Source: an optimization exercise on an open RTL-to-GDS flow (aim: small area and a short achievable clock period). Production flows keep margins and buffers that such runs may drop.
The RTL was checked by simulation tests, not by an equivalence proof against the original design.
The clock port is modelled as an ideal driver; clocking choices that lean on that would not hold on a real chip.
Power figures rest on the tool's default switching activity, not on a simulated workload.

== the reference run ==
Design coef_grad_bank, start of the top module:
module coef_grad_bank #(
  parameter int NC    = 99,
  parameter int N     = 16,
  parameter int G     = 4,
  parameter int LR_SH = 3
) (
  input  logic            clk,
  input  logic            rst,
  input  logic [NC-1:0]   bp_we,
  input  logic            dtb,
  input  logic [NC*N-1:0] grad_in,
  output logic [N-1:0]    bus_out,
  output logic            bus_en,
  output logic [15:0]     samples,
  output logic            save_done,
  output logic            onehot_err
);
clock: 10.5 ns
lec_check: 0
cap_margin: 40
cell_pad_in_sites_detail_placement: 1
cell_pad_in_sites_global_placement: 1
core_margin: 2
core_utilization: 35
cts_cluster_diameter: 80
cts_cluster_size: 24
place_density: 0.5
slew_margin: 50
standard.sh (not shown) runs the stock make flow with config.mk's settings and CLKGATE_MAP_FILE= SYNTH_SCRIPT=/design/flow/synth_recipe.tcl, a recipe that flattens the netlist after the stock synthesis.
==> flow/flow/run.sh <==
#!/bin/bash
source flow/margins.sh
export PRE_GLOBAL_PLACE_TCL=$PWD/flow/pre_global_place.tcl
export PRE_FLOORPLAN_TCL=$PWD/flow/pre_floorplan.tcl
export PRE_CTS_TCL=$PWD/flow/pre_cts.tcl
export PRE_GLOBAL_ROUTE_TCL=$PWD/flow/pre_global_route.tcl
bash standard.sh "DONT_USE_CELLS=$(cat flow/dont_use_cells.txt)" finish > standard_flow.log 2>&1
st=$?
tail -40 standard_flow.log
exit $st
==> flow/flow/margins.sh <==
export FLOW_MARGIN_FLOORPLAN=5.0
export FLOW_MARGIN_CTS=5.7
export FLOW_MARGIN_GRT=5.7
Other scripts of this flow, unchanged in this note and not shown: flow/flow/dont_use_cells.txt, flow/flow/pre_cts.tcl, flow/flow/pre_floorplan.tcl, flow/flow/pre_global_place.tcl, flow/flow/pre_global_route.tcl
Ran to the end and failed final checks on antenna rules: the reference run.
The following lists how the trial run was set up differently from the reference run:
==> flow/flow/margins.sh <==
export FLOW_MARGIN_FLOORPLAN=5.0
export FLOW_MARGIN_CTS=5.5
export FLOW_MARGIN_GRT=5.5
==> results.txt <==
[compare] base=the reference run new=the trial run: remaining max-slew budget at the tightest pin fell 4.9 points; worst IR drop on VDD rose 1.7%; data required time of the worst path fell 0.03 ns. Re count of inverters not on the clock network in the layout: no difference whatsoever between the trial run and the reference run. Compared to the reference run, the trial run has maximum fanout along the worst path 7 higher. Summary: design area, the trial run better than the reference run. For the reference run, the standard cell with the maximum stage delay on the critical path was sky130_fd_sc_hd__nand4_1, unlike the trial run, where it was sky130_fd_sc_hd__and4b_1. Achievable clock frequency: lower on the trial run. FAIL: the reference run; every other run in the reference run and the trial run is clean. On power share of the clock group, the reference run tracks the trial run almost exactly.

== lane 1 ==
coef_grad_bank, a different RTL version from the one above (not shown whole).
Size in the first run: roughly 12000 cells after synthesis, ~2400 flip-flops, ~130000 µm² of cells after synthesis.
Settings: LEC_CHECK=0, CAP_MARGIN=20, CELL_PAD_IN_SITES_DETAIL_PLACEMENT=1, CELL_PAD_IN_SITES_GLOBAL_PLACEMENT=1, CORE_MARGIN=2, CORE_UTILIZATION=40, CTS_CLUSTER_DIAMETER=80, CTS_CLUSTER_SIZE=24, PLACE_DENSITY=0.55, SLEW_MARGIN=35; clock period 10.5 ns.
==> flow/flow/run.sh <==
#!/bin/bash
export PRE_GLOBAL_PLACE_TCL=$PWD/flow/pre_global_place.tcl
bash standard.sh > standard_flow.log 2>&1
st=$?
tail -40 standard_flow.log
exit $st
==> flow/flow/pre_global_place.tcl <==
# Make the buffer_ports call in global_place.tcl use the smallest buffer.
if { [info procs my_orig_buffer_ports] eq "" } {
  rename buffer_ports my_orig_buffer_ports
  proc buffer_ports { args } {
    my_orig_buffer_ports -buffer_cell sky130_fd_sc_hd__buf_1 {*}$args
  }
}
Nothing crashed in lane 1 and all stages finished; the problem is that the final layout failed, the offending checks being max-slew violations.
> inputs changed (lane 1 -> lane 2)
diff --git a/flow/config.mk b/flow/config.mk
--- a/flow/config.mk
+++ b/flow/config.mk
@@ -15,0 +16 @@
+export SETUP_SLACK_MARGIN = 5.0
Findings:
- The flow for lane 2 finished, though final verification flagged max-capacitance violations, max-slew violations.
- In the metrics for lane 2 and lane 1, the one carrying the higher met3 routing resource usage after global routing is lane 1.
- Against lane 1, lane 2 reports a final cell area excluding filler cells that is higher.
- Lane 1 leaves less setup margin than lane 2.

The RTL this note starts from:
==> flow/design.v <==
module coef_grad_bank #(
  parameter int NC    = 99,
  parameter int N     = 16,
  parameter int G     = 4,
  parameter int LR_SH = 3
) (
  input  logic            clk,
  input  logic            rst,
  input  logic [NC-1:0]   bp_we,
  input  logic            dtb,
  input  logic [NC*N-1:0] grad_in,
  output logic [N-1:0]    bus_out,
  output logic            bus_en,
  output logic [15:0]     samples,
  output logic            save_done,
  output logic            onehot_err
);
  localparam int A = N + G;
  localparam logic [A-1:0] CBM = A'((1 << 4) | (1 << 8) | (1 << 12) | (1 << 16));
  logic any_we, many_we, one_hot;
  always_comb begin
    logic [127:0] an, mn;
    an = '0; mn = '0;
    an[NC-1:0] = bp_we;
    for (int w = 64; w >= 1; w = w / 2) begin
      for (int i = 0; i < w; i++) begin
        mn[i] = mn[2*i] | mn[2*i+1] | (an[2*i] & an[2*i+1]);
        an[i] = an[2*i] | an[2*i+1];
      end
    end
    any_we  = an[0];
    many_we = mn[0];
  end
  assign one_hot = any_we & ~many_we;
  logic last_only;
  assign last_only = bp_we[NC-1] & ~|bp_we[NC-2:0];
  logic [A-1:0]  nsq [NC];   
  logic [A-1:0]  ncq [NC];   
  logic [NC-1:0] nvq;        
  for (genvar k = 0; k < NC; k++) begin : g_acc
    logic [A-1:0] ns_q, nc_q;
    logic         nv_q;
    logic [A-1:0] na, nb, nc, nsum, ncy;
    assign na = ns_q | {A{nv_q}};
    assign nb = ~({{G{grad_in[k*N+N-1]}}, grad_in[k*N +: N]} & {A{bp_we[k] & ~dtb}});
    always_comb begin
      for (int i = 0; i < A; i++) begin
        if (i == 0)      nc[i] = 1'b1;
        else if (CBM[i]) nc[i] = nc_q[i] | nv_q;
        else             nc[i] = ncy[i-1];
        nsum[i] = na[i] ^ nb[i] ^ nc[i];
        ncy[i]  = (na[i] & nb[i]) | (na[i] & nc[i]) | (nb[i] & nc[i]);
      end
    end
    always_ff @(posedge clk) begin
      ns_q <= nsum;
      for (int i = 1; i < A; i++)
        if (CBM[i]) nc_q[i] <= ncy[i-1];
    end
    always_ff @(posedge clk or negedge rst) begin
      if (!rst) nv_q <= 1'b1;
      else      nv_q <= dtb & bp_we[k] & one_hot;
    end
    assign nsq[k] = ns_q;
    assign ncq[k] = nc_q | ~CBM;
    assign nvq[k] = nv_q;
  end
  logic [A-1:0] rns, rnc, rs, rc;
  logic         rnv, rv;
  always_comb begin
    rns = '0;
    rnc = '0;
    rnv = 1'b0;
    for (int k = 0; k < NC; k++) begin
      rns = rns | (nsq[k] & {A{bp_we[k]}});
      rnc = rnc | (ncq[k] & {A{bp_we[k]}});
      rnv = rnv | (nvq[k] & bp_we[k]);
    end
  end
  assign rs = ~rns;
  assign rc = ~rnc;
  assign rv = ~rnv;
  logic [A-1:0] val;
  logic [N-1:0] rd_val;
  assign val = rs + (rc & CBM);
  always_comb begin
    if (val[A-1] == val[A-2])
      rd_val = val[A-2:LR_SH];
    else if (val[A-1])
      rd_val = {1'b1, {(N-1){1'b0}}};
    else
      rd_val = {1'b0, {(N-1){1'b1}}};
  end
  always_ff @(posedge clk or negedge rst) begin
    if (!rst) begin
      bus_out    <= '0;
      bus_en     <= 1'b0;
      samples    <= '0;
      save_done  <= 1'b0;
      onehot_err <= 1'b0;
    end else begin
      bus_en    <= dtb & one_hot;
      save_done <= dtb & last_only;
      if (!dtb) begin
        if (any_we && samples != 16'hFFFF)
          samples <= samples + 16'd1;
      end else begin
        if (last_only)
          samples <= '0;
        if (any_we) begin
          bus_out <= (rv & ~many_we) ? rd_val : '0;
          if (many_we)
            onehot_err <= 1'b1;
        end
      end
    end
  end
endmodule
clock: 10.5 ns
lec_check: 0
cap_margin: 40
cell_pad_in_sites_detail_placement: 1
cell_pad_in_sites_global_placement: 1
core_margin: 2
core_utilization: 35
cts_cluster_diameter: 80
cts_cluster_size: 24
place_density: 0.5
slew_margin: 50
==> flow/flow/run.sh <==
#!/bin/bash
source flow/margins.sh
export PRE_GLOBAL_PLACE_TCL=$PWD/flow/pre_global_place.tcl
export PRE_FLOORPLAN_TCL=$PWD/flow/pre_floorplan.tcl
export PRE_CTS_TCL=$PWD/flow/pre_cts.tcl
export PRE_GLOBAL_ROUTE_TCL=$PWD/flow/pre_global_route.tcl
bash standard.sh "DONT_USE_CELLS=$(cat flow/dont_use_cells.txt)" finish > standard_flow.log 2>&1
st=$?
tail -40 standard_flow.log
exit $st
==> flow/flow/margins.sh <==
export FLOW_MARGIN_FLOORPLAN=5.0
export FLOW_MARGIN_CTS=5.0
export FLOW_MARGIN_GRT=5.0
Scripts as last shown in full above: flow/flow/pre_global_place.tcl
Other scripts of this flow, unchanged in this note and not shown: flow/flow/dont_use_cells.txt, flow/flow/pre_cts.tcl, flow/flow/pre_floorplan.tcl, flow/flow/pre_global_route.tcl
Rerun with:
==> flow/flow/margins.sh (replaced) <==
export FLOW_MARGIN_FLOORPLAN=5.0
export FLOW_MARGIN_CTS=5.8
export FLOW_MARGIN_GRT=5.8
Power is higher by 0.52%.
Die area does not change.
Routed wire length climbs by 1.1%.
Clock power barely changes.
Setup slack improved by 300 ps.
Cell count rises by 1.2%.

Setup of green:
coef_grad_bank with an RTL version that a note above also has.
Size: ~12000 cells after synthesis, about 2400 flip-flops, ~1700 I/O pins.
export LEC_CHECK = 0
export CAP_MARGIN = 20
export CELL_PAD_IN_SITES_DETAIL_PLACEMENT = 1
export CELL_PAD_IN_SITES_GLOBAL_PLACEMENT = 1
export CORE_MARGIN = 2
export CORE_UTILIZATION = 55
export CTS_CLUSTER_DIAMETER = 80
export CTS_CLUSTER_SIZE = 24
export PLACE_DENSITY = 0.65
export SLEW_MARGIN = 35
create_clock -name core_clock -period 10.5 [get_ports {clk}]
run.sh (not shown) runs the stock make flow with config.mk's settings and CLKGATE_MAP_FILE= SYNTH_SCRIPT=/design/flow/synth_recipe.tcl, a recipe that flattens the netlist after the stock synthesis.
Stock flow here: none of the scripts above is used.
green terminated abnormally: 5_1_grt reported GRT-0116.
#### Input delta (blue over green)
==> flow/flow/run.sh (new file) <==
#!/bin/bash
set -o pipefail
export PRE_GLOBAL_PLACE_TCL=$PWD/flow/pre_global_place.tcl
bash standard.sh > standard_flow.log 2>&1
st=$?
tail -40 standard_flow.log
exit $st
==> flow/flow/pre_global_place.tcl (new file) <==
# Buffer every input and output port here with the smallest buffer, then tell
# global_place.tcl not to buffer them again.
if { !$::env(DONT_BUFFER_PORTS) } {
  buffer_ports -buffer_cell sky130_fd_sc_hd__buf_1
  set ::env(DONT_BUFFER_PORTS) 1
}
==> flow/standard.sh (new file) <==
#!/bin/bash
# synth_recipe.tcl (not shown) runs the flow's synth.tcl, then flattens the netlist and writes it again
# the make line also repeats each setting of config.mk as NAME=value (left out here)
make -C /OpenROAD-flow-scripts/flow DESIGN_CONFIG=/design/flow/config.mk WORK_HOME=/design/flow/orfs CLKGATE_MAP_FILE= SYNTH_SCRIPT=/design/flow/synth_recipe.tcl "${@:-finish}"
removed: flow/run.sh
--- outcome ---
blue got as far as 5_1_grt, where a tool error ended the run.
Higher worst setup timing slack at the placement stage was reported by blue, not green.
Final weighted congestion of routability-driven global placement of blue falls short of that of green by more than 10%.
Diff green..blue | multiplexer share of the synthesized area | unchanged

T:
coef_grad_bank, a different RTL version from the one above (not shown whole).
Size: about 12,000 cells after synthesis, about 2,500 flip-flops, ~1,700 I/O pins, ~130,000 sq um of cells after synthesis.
clock: 10.5 ns
lec_check: 0
cap_margin: 40
cell_pad_in_sites_detail_placement: 1
cell_pad_in_sites_global_placement: 1
core_margin: 2
core_utilization: 35
cts_cluster_diameter: 80
cts_cluster_size: 24
place_density: 0.5
slew_margin: 50
standard.sh (not shown) runs the stock make flow with config.mk's settings and CLKGATE_MAP_FILE= SYNTH_SCRIPT=/design/flow/synth_recipe.tcl, a recipe that flattens the netlist after the stock synthesis.
==> flow/flow/run.sh <==
#!/bin/bash
source flow/margins.sh
export PRE_GLOBAL_PLACE_TCL=$PWD/flow/pre_global_place.tcl
export PRE_FLOORPLAN_TCL=$PWD/flow/pre_floorplan.tcl
export PRE_CTS_TCL=$PWD/flow/pre_cts.tcl
export PRE_GLOBAL_ROUTE_TCL=$PWD/flow/pre_global_route.tcl
bash standard.sh > standard_flow.log 2>&1
st=$?
tail -40 standard_flow.log
exit $st
==> flow/flow/margins.sh <==
export FLOW_MARGIN_FLOORPLAN=0
export FLOW_MARGIN_CTS=6.0
export FLOW_MARGIN_GRT=6.0
==> flow/flow/pre_cts.tcl <==
# Setup slack margin for this step's repair_timing.
set ::env(SETUP_SLACK_MARGIN) $::env(FLOW_MARGIN_CTS)
puts "bench flow: SETUP_SLACK_MARGIN $::env(SETUP_SLACK_MARGIN)"
==> flow/flow/pre_floorplan.tcl <==
# Setup slack margin for this step's repair_timing.
set ::env(SETUP_SLACK_MARGIN) $::env(FLOW_MARGIN_FLOORPLAN)
puts "bench flow: SETUP_SLACK_MARGIN $::env(SETUP_SLACK_MARGIN)"
==> flow/flow/pre_global_place.tcl <==
# Make the buffer_ports call in global_place.tcl use the smallest buffer.
if { [info procs my_orig_buffer_ports] eq "" } {
  rename buffer_ports my_orig_buffer_ports
  proc buffer_ports { args } {
    my_orig_buffer_ports -buffer_cell sky130_fd_sc_hd__buf_1 {*}$args
  }
}
==> flow/flow/pre_global_route.tcl <==
# Setup slack margin for this step's repair_timing.
set ::env(SETUP_SLACK_MARGIN) $::env(FLOW_MARGIN_GRT)
puts "bench flow: SETUP_SLACK_MARGIN $::env(SETUP_SLACK_MARGIN)"
Relative to T, the following input files were edited for R:
- SETUP_SLACK_MARGIN newly set to 5.0
==> flow/flow/run.sh <==
#!/bin/bash
export PRE_GLOBAL_PLACE_TCL=$PWD/flow/pre_global_place.tcl
bash standard.sh > standard_flow.log 2>&1
st=$?
tail -40 standard_flow.log
exit $st
removed: flow/flow/margins.sh
removed: flow/flow/pre_cts.tcl
removed: flow/flow/pre_floorplan.tcl
removed: flow/flow/pre_global_route.tcl
Results
- Clock-buffer cell count (R over T): decrease, about 3.7%
- T → R: wire length of the first global-routing pass ~0 delta, post-route cell area now sits lower.
- Comparing R against T, there is no change at all in die height.
- Going from T to R, least setup slack across all paths after layout higher, combined global-route utilization of all metal layers roughly the same, non-clock buffer count lower.
- Across both runs, ratio of final minimum period to clock period was lower for R than for T.

[separate check: timing with driven ports]
No port has a modelled driver above. Below, the same layouts with a new extraction and two added sets of constraints. Step 1 assumes that a clkbuf_16 drives the clock port and a buf_2 every other input. Step 2 also shifts input and output timing later by t, the mid clock arrival at the registers, as if the neighbouring blocks saw the same clock. Slacks: ideal / step 1 / step 2; pairs: ideal / step 1.
run | shift t [ns] | setup WS [ns] | worst setup path at the end | pins driven straight from the clock port
the reference run | 1.091 | 5.237 / 5.335 / 4.244 | input to register | 1
the trial run | 1.092 | 5.141 / 5.245 / 4.153 | input to register | 1
lane 1 | 1.066 | 3.143 / 3.254 / 2.188 | input to register | 1
lane 2 | 1.075 | 4.646 / 4.745 / 3.671 | input to register | 1
the first run of note 3 | 1.116 | 4.673 / 4.766 / 3.650 | input to register | 1
the second run of note 3 | 1.101 | 4.977 / 5.081 / 3.980 | input to register | 1
T | 1.103 | 4.574 / 4.689 / 3.586 | input to register | 1
R | 1.108 | 4.611 / 4.709 / 3.601 | input to register | 1
The setup slack of the first run of note 3, which loses most, moves by +0.093 ns with the drivers and by -1.023 ns with both steps.
